What follows belongs to an exercise in optimizing a design on an open flow for small area, a short achievable clock period and few clock cycles per item; a production flow would make more cautious choices. The RTL was checked by simulation tests, not by an equivalence proof against the original design. Power figures rest on the tool's default switching activity, not on a simulated workload.

## lane 1
==> flow/design.v (excerpt) <==
module sparse_batch_accum #(
  parameter int DATA_W = sparse_batch_accum_pkg::DATA_W,
  parameter int RES_W  = sparse_batch_accum_pkg::RES_W,
  parameter int IDX_W  = sparse_batch_accum_pkg::IDX_W,
  parameter int BATCH  = sparse_batch_accum_pkg::BATCH
) (
  input  logic              clk,
  input  logic              rst,
  input  logic              in_valid,
  output logic              in_ready,
  input  logic [DATA_W-1:0] in_data,
  input  logic [DATA_W-1:0] in_weight,
  input  logic [IDX_W-1:0]  in_idx,
  input  logic              in_last,
  output logic              out_valid,
  input  logic              out_ready,
  output logic [RES_W-1:0]  out_data,
  output logic [IDX_W-1:0]  out_idx,
  output logic              out_last,
  output logic [sparse_batch_accum_pkg::bw(BATCH+1)-1:0] sample_cnt
  , output logic            sat_flag
);
For scale: roughly 1900 cells after synthesis, roughly 700 flip-flops, ~71 I/O pins, ~0.030 mm² of cells after synthesis.
Settings: LEC_CHECK=0, CAP_MARGIN=20, CORE_MARGIN=2, CORE_UTILIZATION=50, CTS_CLUSTER_DIAMETER=80, CTS_CLUSTER_SIZE=25, SETUP_SLACK_MARGIN=5, SLEW_MARGIN=20; clock period 8.0 ns.
standard.sh (not shown) runs the stock make flow with config.mk's settings and CLKGATE_MAP_FILE= SYNTH_SCRIPT=/design/flow/synth_recipe.tcl, a recipe that flattens the netlist after the stock synthesis.
==> flow/flow/run.sh <==
#!/bin/bash
set -euo pipefail
bash standard.sh SETUP_SLACK_MARGIN=5.3 finish > flow_standard.log 2>&1
Testbench counts of lane 1, summed over its fixed seeds: cycles 5,290, items 4,650.
What lane 2 does differently from lane 1 at the input level:
# lane 1
export LEC_CHECK = 0
export CAP_MARGIN = 20
export CORE_MARGIN = 2
export CORE_UTILIZATION = 50
export CTS_CLUSTER_DIAMETER = 80
export CTS_CLUSTER_SIZE = 25
export SETUP_SLACK_MARGIN = 5
export SLEW_MARGIN = 20
create_clock -name core_clock -period 8.0 [get_ports {clk}]
# lane 2
export LEC_CHECK = 0
export CAP_MARGIN = 20
export CORE_MARGIN = 2
export CORE_UTILIZATION = 55
export CTS_CLUSTER_DIAMETER = 70
export CTS_CLUSTER_SIZE = 20
export SETUP_SLACK_MARGIN = 5
export SLEW_MARGIN = 20
create_clock -name core_clock -period 8.0 [get_ports {clk}]
==> results.txt <==
- When lane 2 is measured against lane 1, its post-layout instance count excluding filler cells turns out 2.0% lower.
- Diff lane 1 and lane 2: core area lower in lane 2
- Taking lane 1 as the reference, in lane 2 worst setup slack did not really move; clock latency reported for the late side of the worst-skew pair comparable.
- Final wirelength went down by a few percent going from lane 1 to lane 2.
- Lane 2 was carried through to the last stage, and its layout satisfied the timing, DRC and antenna checks.
- No stage failed in lane 1, and the final checks on the layout all came back clean.
- Any difference in cell area after layout between lane 1 and lane 2 is small enough to ignore.
- Looking at power after layout across both flows, lane 2 is the weaker of the two, with lane 1 ahead.
- Between lane 1 and lane 2, post-synthesis to final-layout area growth is lower for lane 1, lane 2 comes in above that.
Here is what was changed in the inputs of lane 3 compared with lane 2.
# lane 2
export LEC_CHECK = 0
export CAP_MARGIN = 20
export CORE_MARGIN = 2
export CORE_UTILIZATION = 55
export CTS_CLUSTER_DIAMETER = 70
export CTS_CLUSTER_SIZE = 20
export SETUP_SLACK_MARGIN = 5
export SLEW_MARGIN = 20
create_clock -name core_clock -period 8.0 [get_ports {clk}]
# lane 3
export LEC_CHECK = 0
export CAP_MARGIN = 20
export CORE_MARGIN = 2
export CORE_UTILIZATION = 60
export CTS_CLUSTER_DIAMETER = 80
export CTS_CLUSTER_SIZE = 25
export SETUP_SLACK_MARGIN = 5
export SLEW_MARGIN = 20
create_clock -name core_clock -period 8.0 [get_ports {clk}]
## What came out
Looking at total power, lane 3 sits 0.34 mW lower than lane 2 does. Cmp lane 3 and lane 2 / clock skew / lower: lane 2. Setup slack: lane 3 less than lane 2. The fmax on lane 3 is in line with that on lane 2. Delta (lane 3 minus lane 2): depth of the worst register-to-register path fell by 1; count of placed standard cells in the final layout, fillers left out fell by about 2%; global-route track usage on met1 rose by 3.4 points; die area fell by 8.2%. Lane 3 has net count of the finished layout below what lane 2 had. Of lane 3 and lane 2, it is lane 3 that has the higher multi-input logic portion of the cell area. Looking only at final-layout worst hold slack, and setting everything else aside, the higher value of lane 3 and lane 2 goes to lane 3.

* * *

build 95:
Another version of the RTL of sparse_batch_accum (not shown whole).
For scale: about 2000 cells after synthesis, roughly 700 flip-flops, roughly 71 I/O pins, roughly 31000 µm² of cells after synthesis.
clock: 8.0 ns
lec_check: 0
cap_margin: 20
core_margin: 2
core_utilization: 55
setup_slack_margin: 5
slew_margin: 20
run.sh (not shown) runs the stock make flow with config.mk's settings and CLKGATE_MAP_FILE= SYNTH_SCRIPT=/design/flow/synth_recipe.tcl, a recipe that flattens the netlist after the stock synthesis.
Stock flow here: none of the scripts above is used.
Testbench counts of build 95, summed over its fixed seeds: cycles 5,290, items 4,650.
Input changes introduced in build 28 (baseline for comparison: build 95):
--- a/flow/config.mk
+++ b/flow/config.mk
@@ -7,0 +8 @@
+export ABC_AREA = 1
@@ -10,0 +12,2 @@
+export CTS_CLUSTER_DIAMETER = 80
+export CTS_CLUSTER_SIZE = 25
==> comparison <==
- For build 28 and build 95, there was not a single run that failed to finish clean.
- Build 28 against build 95: number of tap instances +25, clock skew ~0 delta, worst setup slack -37 ps, growth of design area from synthesis to finish -6.0 points, synthesized cell count +1108.
- Build 28 vs build 95, xor and xnor area share after synthesis went down by 0.75 points.
### build 28 -> build 62
--- a/flow/config.mk
+++ b/flow/config.mk
@@ -8 +7,0 @@
-export ABC_AREA = 1
@@ -13 +12 @@
-export CTS_CLUSTER_SIZE = 25
+export CTS_CLUSTER_SIZE = 30
Notes after the runs:
Build 62 vs build 28 on critical path data arrival time: build 62 is the lower one. Of the two values seen for critical path startpoint, s1_acc[0] was produced by build 28 and s1_acc[24] by build 62. Compared with build 28, in build 62 final area lost 4.2%, combinational power share decreased 1.1 points.
Here is what was changed in the inputs of build 9 compared with build 62.
==> flow/flow/run.sh (new file) <==
#!/bin/bash
set -euo pipefail
bash standard.sh SETUP_SLACK_MARGIN=5.5 finish > flow_standard.log 2>&1
==> flow/standard.sh (new file) <==
#!/bin/bash
# synth_recipe.tcl (not shown) runs the flow's synth.tcl, then flattens the netlist and writes it again
# the make line also repeats each setting of config.mk as NAME=value (left out here)
make -C /OpenROAD-flow-scripts/flow DESIGN_CONFIG=/design/flow/config.mk WORK_HOME=/design/flow/orfs CLKGATE_MAP_FILE= SYNTH_SCRIPT=/design/flow/synth_recipe.tcl "${@:-finish}"
--- a/flow/config.mk
+++ b/flow/config.mk
@@ -7,0 +8 @@
+export ABC_AREA = 1
@@ -12 +13 @@
-export CTS_CLUSTER_SIZE = 30
+export CTS_CLUSTER_SIZE = 25
removed: flow/run.sh
Results
- The higher post-synthesis share of cell area spent on full adders, half adders and majority gates of build 62 and build 9 is in build 62.
- In the metrics for build 62 and build 9, the one carrying the higher clock skew is build 62.
- Comparing build 62 and build 9, the lower static power due to leakage was measured on build 62.

* * *

RTL: one of the versions met above, not the one the previous note started from.
Size in the first run: roughly 71 I/O pins, roughly 0.030 mm² of cells after synthesis.
clock: 8.0 ns
lec_check: 0
cap_margin: 20
core_margin: 2
core_utilization: 55
cts_cluster_diameter: 80
cts_cluster_size: 25
setup_slack_margin: 5
slew_margin: 20
standard.sh (not shown) runs the stock make flow with config.mk's settings and CLKGATE_MAP_FILE= SYNTH_SCRIPT=/design/flow/synth_recipe.tcl, a recipe that flattens the netlist after the stock synthesis.
==> flow/flow/run.sh <==
#!/bin/bash
set -euo pipefail
bash standard.sh SETUP_SLACK_MARGIN=5.35 finish > flow_standard.log 2>&1
Testbench counts at the start, summed over its fixed seeds: cycles 5,290, items 4,650.
Next try:
==> flow/flow/run.sh (replaced) <==
#!/bin/bash
set -euo pipefail
bash standard.sh SETUP_SLACK_MARGIN=5.3 finish > flow_standard.log 2>&1
Clock-buffer cell count went up by 3. Maximum frequency went up by 0.74%. Wire length went down by 1.4%. Synthesized cell count stays the same. Setup slack is better by 0.020 ns. Final area went down by 0.82%.
Next try:
==> flow/flow/run.sh (replaced) <==
#!/bin/bash
set -euo pipefail
bash standard.sh SETUP_SLACK_MARGIN=5.4 finish > flow_standard.log 2>&1
The changed run completed without violations.
Die area does not change.
Routed wire length went up by 3.0%.
Clock skew went up by 0.0076 ns.
Power went up by 2.3%.
Utilization went up by 0.74 points.
Combinational power went up by 4.7%.
Synthesized area stays the same.
Setup slack gets worse by 0.018 ns.
Cell area went up by 1.2%.

* * *

sparse_batch_accum, a different RTL version from the one above (not shown whole).
Size in the first run: about 2,000 cells after synthesis, about 71 I/O pins, roughly 31,000 um2 of cells after synthesis.
==> flow/config.mk <==
export PLATFORM = sky130hd
export DESIGN_NAME = sparse_batch_accum
export DESIGN_NICKNAME = sparse_batch_accum
export VERILOG_FILES = /design/flow/design.v
export SDC_FILE = /design/flow/constraint.sdc
export NUM_CORES = 4
export LEC_CHECK = 0
export CAP_MARGIN = 20
export CORE_MARGIN = 2
export CORE_UTILIZATION = 55
export CTS_CLUSTER_DIAMETER = 80
export CTS_CLUSTER_SIZE = 25
export SETUP_SLACK_MARGIN = 5
export SLEW_MARGIN = 20
==> flow/constraint.sdc <==
create_clock -name core_clock -period 8.0 [get_ports {clk}]
set_input_delay 1.6000 -clock core_clock [delete_from_list [all_inputs] [get_ports {clk}]]
set_output_delay 1.6000 -clock core_clock [all_outputs]
set_load 0.01 [all_outputs]
==> flow/flow/run.sh <==
#!/bin/bash
set -euo pipefail
bash standard.sh SETUP_SLACK_MARGIN=5.3 finish > flow_standard.log 2>&1
The baseline completed with no timing, DRC or antenna violations.
Testbench counts at the start, summed over its fixed seeds: cycles 5,290, items 4,650.
Change:
==> flow/flow/run.sh (replaced) <==
#!/bin/bash
set -euo pipefail
bash standard.sh SETUP_SLACK_MARGIN=5.5 finish > flow_standard.log 2>&1
Non-clock buffer count came out higher by 39; die area is unchanged; design area came out higher by a few percent; critical path depth is unchanged; fmax came out higher slightly.
Change:
==> flow/flow/run.sh (replaced) <==
#!/bin/bash
set -euo pipefail
bash standard.sh SETUP_SLACK_MARGIN=5.3 finish > flow_standard.log 2>&1
CTS_CLUSTER_DIAMETER = 100   (was 80)
CTS_CLUSTER_SIZE = 30   (was 25)
Outcome: Global-route usage went down by 0.58 points. Cell area fell by a few percent. Power is lower by a little under a tenth. Cell count goes down slightly.
Change:
==> flow/flow/run.sh (replaced) <==
#!/bin/bash
set -euo pipefail
bash standard.sh SETUP_SLACK_MARGIN=5.5 finish > flow_standard.log 2>&1
CTS_CLUSTER_DIAMETER = 60   (was 100)
CTS_CLUSTER_SIZE = 40   (was 30)
Result: The new run finished with timing, DRC and antenna clean. Sequential power drops by about 1%. Design area increases by 6.8%. Area after synthesis does not change. Power climbs by 15%. Utilization rises by 4.2 points.

* * *

## v24
sparse_batch_accum, a different RTL version from the one above (not shown whole).
==> flow/config.mk <==
export PLATFORM = sky130hd
export DESIGN_NAME = sparse_batch_accum
export DESIGN_NICKNAME = sparse_batch_accum
export VERILOG_FILES = /design/flow/design.v
export SDC_FILE = /design/flow/constraint.sdc
export NUM_CORES = 4
export LEC_CHECK = 0
export CAP_MARGIN = 20
export CORE_MARGIN = 2
export CORE_UTILIZATION = 55
export CTS_CLUSTER_DIAMETER = 80
export CTS_CLUSTER_SIZE = 25
export SETUP_SLACK_MARGIN = 5
export SLEW_MARGIN = 20
==> flow/constraint.sdc <==
create_clock -name core_clock -period 8.0 [get_ports {clk}]
set_input_delay 1.6000 -clock core_clock [delete_from_list [all_inputs] [get_ports {clk}]]
set_output_delay 1.6000 -clock core_clock [all_outputs]
set_load 0.01 [all_outputs]
==> flow/flow/run.sh <==
#!/bin/bash
set -euo pipefail
bash standard.sh SETUP_SLACK_MARGIN=5.3 finish > flow_standard.log 2>&1
Testbench counts of v24, summed over its fixed seeds: cycles 5,290, items 4,650.
Here is what was changed in the inputs of v23 compared with v24.
==> flow/flow/run.sh <==
#!/bin/bash
set -euo pipefail
bash standard.sh SETUP_SLACK_MARGIN=5.15 finish > flow_standard.log 2>&1
### Flow results
- [diff] clock group power, v23 relative to v24: improvement
- Diff v24 -> v23: fmax -about 1.1%, wire length after detailed routing decreased by 2100 um relative to the old numbers, sum of internal, switching and leakage power down about 3%, setup slack fell 32 ps, global-route met2 utilization has remained practically unchanged.
- When v23 is measured against v24, its final critical-path share of the clock period turns out 0.40 points higher.
Input changes introduced in v12 (baseline for comparison: v23):
==> flow/run.sh (new file) <==
#!/bin/bash
# synth_recipe.tcl (not shown) runs the flow's synth.tcl, then flattens the netlist and writes it again
# the make line also repeats each setting of config.mk as NAME=value (left out here)
make -C /OpenROAD-flow-scripts/flow DESIGN_CONFIG=/design/flow/config.mk WORK_HOME=/design/flow/orfs CLKGATE_MAP_FILE= SYNTH_SCRIPT=/design/flow/synth_recipe.tcl finish
removed: flow/flow/run.sh
removed: flow/standard.sh
Notes after the runs:
v12 vs v23: sequential share of layout area up in v12
The slowest cell on the critical path comes out sky130_fd_sc_hd__clkdlybuf4s50_1 in one run and sky130_fd_sc_hd__dfxtp_2 in the other, namely in v12 and v23 respectively.
v23 has a lower final period utilization than v12.
For the post-placement setup slack, v12 came in 130 ps lower than v23 did.
Comparing the two runs side by side, v12 comes out ahead of v23 on via count.
diff inputs: v12 => v10
Settings: swapping 25 for 30 in CTS_CLUSTER_SIZE; swapping 80 for 100 in CTS_CLUSTER_DIAMETER.
==> flow/flow/run.sh (new file) <==
#!/bin/bash
set -euo pipefail
bash standard.sh SETUP_SLACK_MARGIN=5.3 finish > flow_standard.log 2>&1
==> flow/standard.sh (new file) <==
#!/bin/bash
# synth_recipe.tcl (not shown) runs the flow's synth.tcl, then flattens the netlist and writes it again
# the make line also repeats each setting of config.mk as NAME=value (left out here)
make -C /OpenROAD-flow-scripts/flow DESIGN_CONFIG=/design/flow/config.mk WORK_HOME=/design/flow/orfs CLKGATE_MAP_FILE= SYNTH_SCRIPT=/design/flow/synth_recipe.tcl "${@:-finish}"
removed: flow/run.sh
[summary]
Of v12 and v10, v10 shows the higher cell count, with v12 below it. Area of the multi-input gates ends up higher on v10. Relative to v12, the total power after layout measured on v10 has increased by a few percent. Summary of v10 over v12: clock power share saw a decrease; final area saw an increase.

* * *

v51:
Another version of the RTL of sparse_batch_accum (not shown whole).
For scale: ~3,200 cells after synthesis, ~71 I/O pins, ~33,000 µm² of cells after synthesis.
clock: 8.0 ns
lec_check: 0
abc_area: 1
cap_margin: 20
core_margin: 2
core_utilization: 55
cts_cluster_diameter: 80
cts_cluster_size: 25
setup_slack_margin: 5
slew_margin: 20
run.sh (not shown) runs the stock make flow with config.mk's settings and CLKGATE_MAP_FILE= SYNTH_SCRIPT=/design/flow/synth_recipe.tcl, a recipe that flattens the netlist after the stock synthesis.
Stock flow here: none of the scripts above is used.
v51 went all the way through synthesis, placement and routing and the layout is clean on timing, DRC and antenna.
Testbench counts of v51, summed over its fixed seeds: cycles 5,226, items 4,650.
Setup changes, v51 to v52
==> flow/flow/run.sh (new file) <==
#!/bin/bash
set -euo pipefail
bash standard.sh SETUP_SLACK_MARGIN=5.5 finish > flow_standard.log 2>&1
==> flow/standard.sh (new file) <==
#!/bin/bash
# synth_recipe.tcl (not shown) runs the flow's synth.tcl, then flattens the netlist and writes it again
# the make line also repeats each setting of config.mk as NAME=value (left out here)
make -C /OpenROAD-flow-scripts/flow DESIGN_CONFIG=/design/flow/config.mk WORK_HOME=/design/flow/orfs CLKGATE_MAP_FILE= SYNTH_SCRIPT=/design/flow/synth_recipe.tcl "${@:-finish}"
removed: flow/run.sh
==> results.txt <==
Relative to v51, final wirelength has increased by about 0.4% in v52.
Sequential share of layout area in v52 vs v51: down 1.2 points
Changes observed in v52 relative to v51: weighted congestion reported at the end of routability-driven placement shows an increase of 3.1%, post-synthesis sequential element count shows no meaningful change.
Setup WNS v51 -> v52: better
#### Input delta (v20 over v52)
- ABC_AREA: 1 -> unset
==> comparison <==
Changes observed in v20 relative to v52: via count of the first global-routing pass has decreased; path depth of the worst reg2reg path has increased. v20: fraction of area in multi-input gates is 1.2 points lower than what v52 reported. Looking at overall track demand over capacity in global routing, v20 sits 0.23 points above v52.
Inputs modified between v20 and v37:
==> flow/flow/run.sh <==
#!/bin/bash
set -euo pipefail
bash standard.sh SETUP_SLACK_MARGIN=5.8 finish > flow_standard.log 2>&1
### Flow results
Clock tree buffer count of the final layout came out higher on v37 than on v20.
Insertion delay of the later-clocked pin in the worst-skew pair: v37 vs v20 — no meaningful difference
Comparing v37 and v20, the higher routed via count divided by cell count is on v37.
Relative to v20, fraction of area in registers decreased by 2.6 points in v37.
Relative to v20, via count has gone up in v37.
Routed wire in v37 totals more than in v20.
met1 usage in global routing was lower in v20 than in v37.

-- separate check: timing with driven ports --
How much do the figures lean on ideal ports? The routed layouts below were timed once more, with nothing changed but the port constraints.
Step 1 assumes that a clkbuf_16 drives the clock port and a buf_2 every other input.
Step 2 moves the port delays by t, midway between the first and last clock arrival at a register: inputs arrive t later, outputs are due t later. That takes back most of the time a late clock gives input paths.
Three values: ideal ports, drivers, drivers and shift; two values: the first two.
run	t, ns	slack for setup (ns)	worst register clock-pin slew, ns
lane 1	0.650	5.265 / 5.205 / 4.832	0.10 / 0.10
lane 2	0.650	5.267 / 5.205 / 4.737	0.09 / 0.09
lane 3	0.647	5.259 / 5.196 / 4.774	0.10 / 0.10
build 95	0.676	5.018 / 4.957 / 4.643	0.06 / 0.06
build 28	0.651	4.982 / 4.918 / 4.643	0.10 / 0.10
build 62	0.647	5.034 / 4.972 / 4.668	0.11 / 0.11
build 9	0.641	5.061 / 4.996 / 4.916	0.10 / 0.10
the first run of note 3	0.655	5.249 / 5.183 / 4.833	0.10 / 0.10
the second run of note 3	0.632	5.270 / 5.213 / 4.740	0.10 / 0.10
the third run of note 3	0.645	5.251 / 5.191 / 4.895	0.10 / 0.10
the first run of note 4	0.647	5.240 / 5.177 / 4.710	0.10 / 0.10
the second run of note 4	0.640	5.277 / 5.213 / 4.877	0.10 / 0.10
the third run of note 4	0.703	5.169 / 5.105 / 4.710	0.12 / 0.12
the fourth run of note 4	0.671	5.213 / 5.152 / 4.857	0.11 / 0.11
v24	0.647	5.212 / 5.149 / 4.726	0.11 / 0.11
v23	0.655	5.180 / 5.117 / 4.732	0.10 / 0.10
v12	0.641	4.884 / 4.824 / 4.300	0.10 / 0.10
v10	0.688	5.165 / 5.103 / 4.627	0.12 / 0.12
v51	0.648	5.037 / 4.976 / 4.465	0.10 / 0.10
v52	0.653	5.060 / 4.998 / 4.914	0.10 / 0.10
v20	0.656	5.003 / 4.941 / 4.904	0.10 / 0.10
v37	0.677	4.932 / 4.908 / 4.932	0.10 / 0.10
After both steps setup and hold are still met in every run listed. The setup slack of v12, which loses most, moves by -0.060 ns with the drivers and by -0.584 ns with both steps.
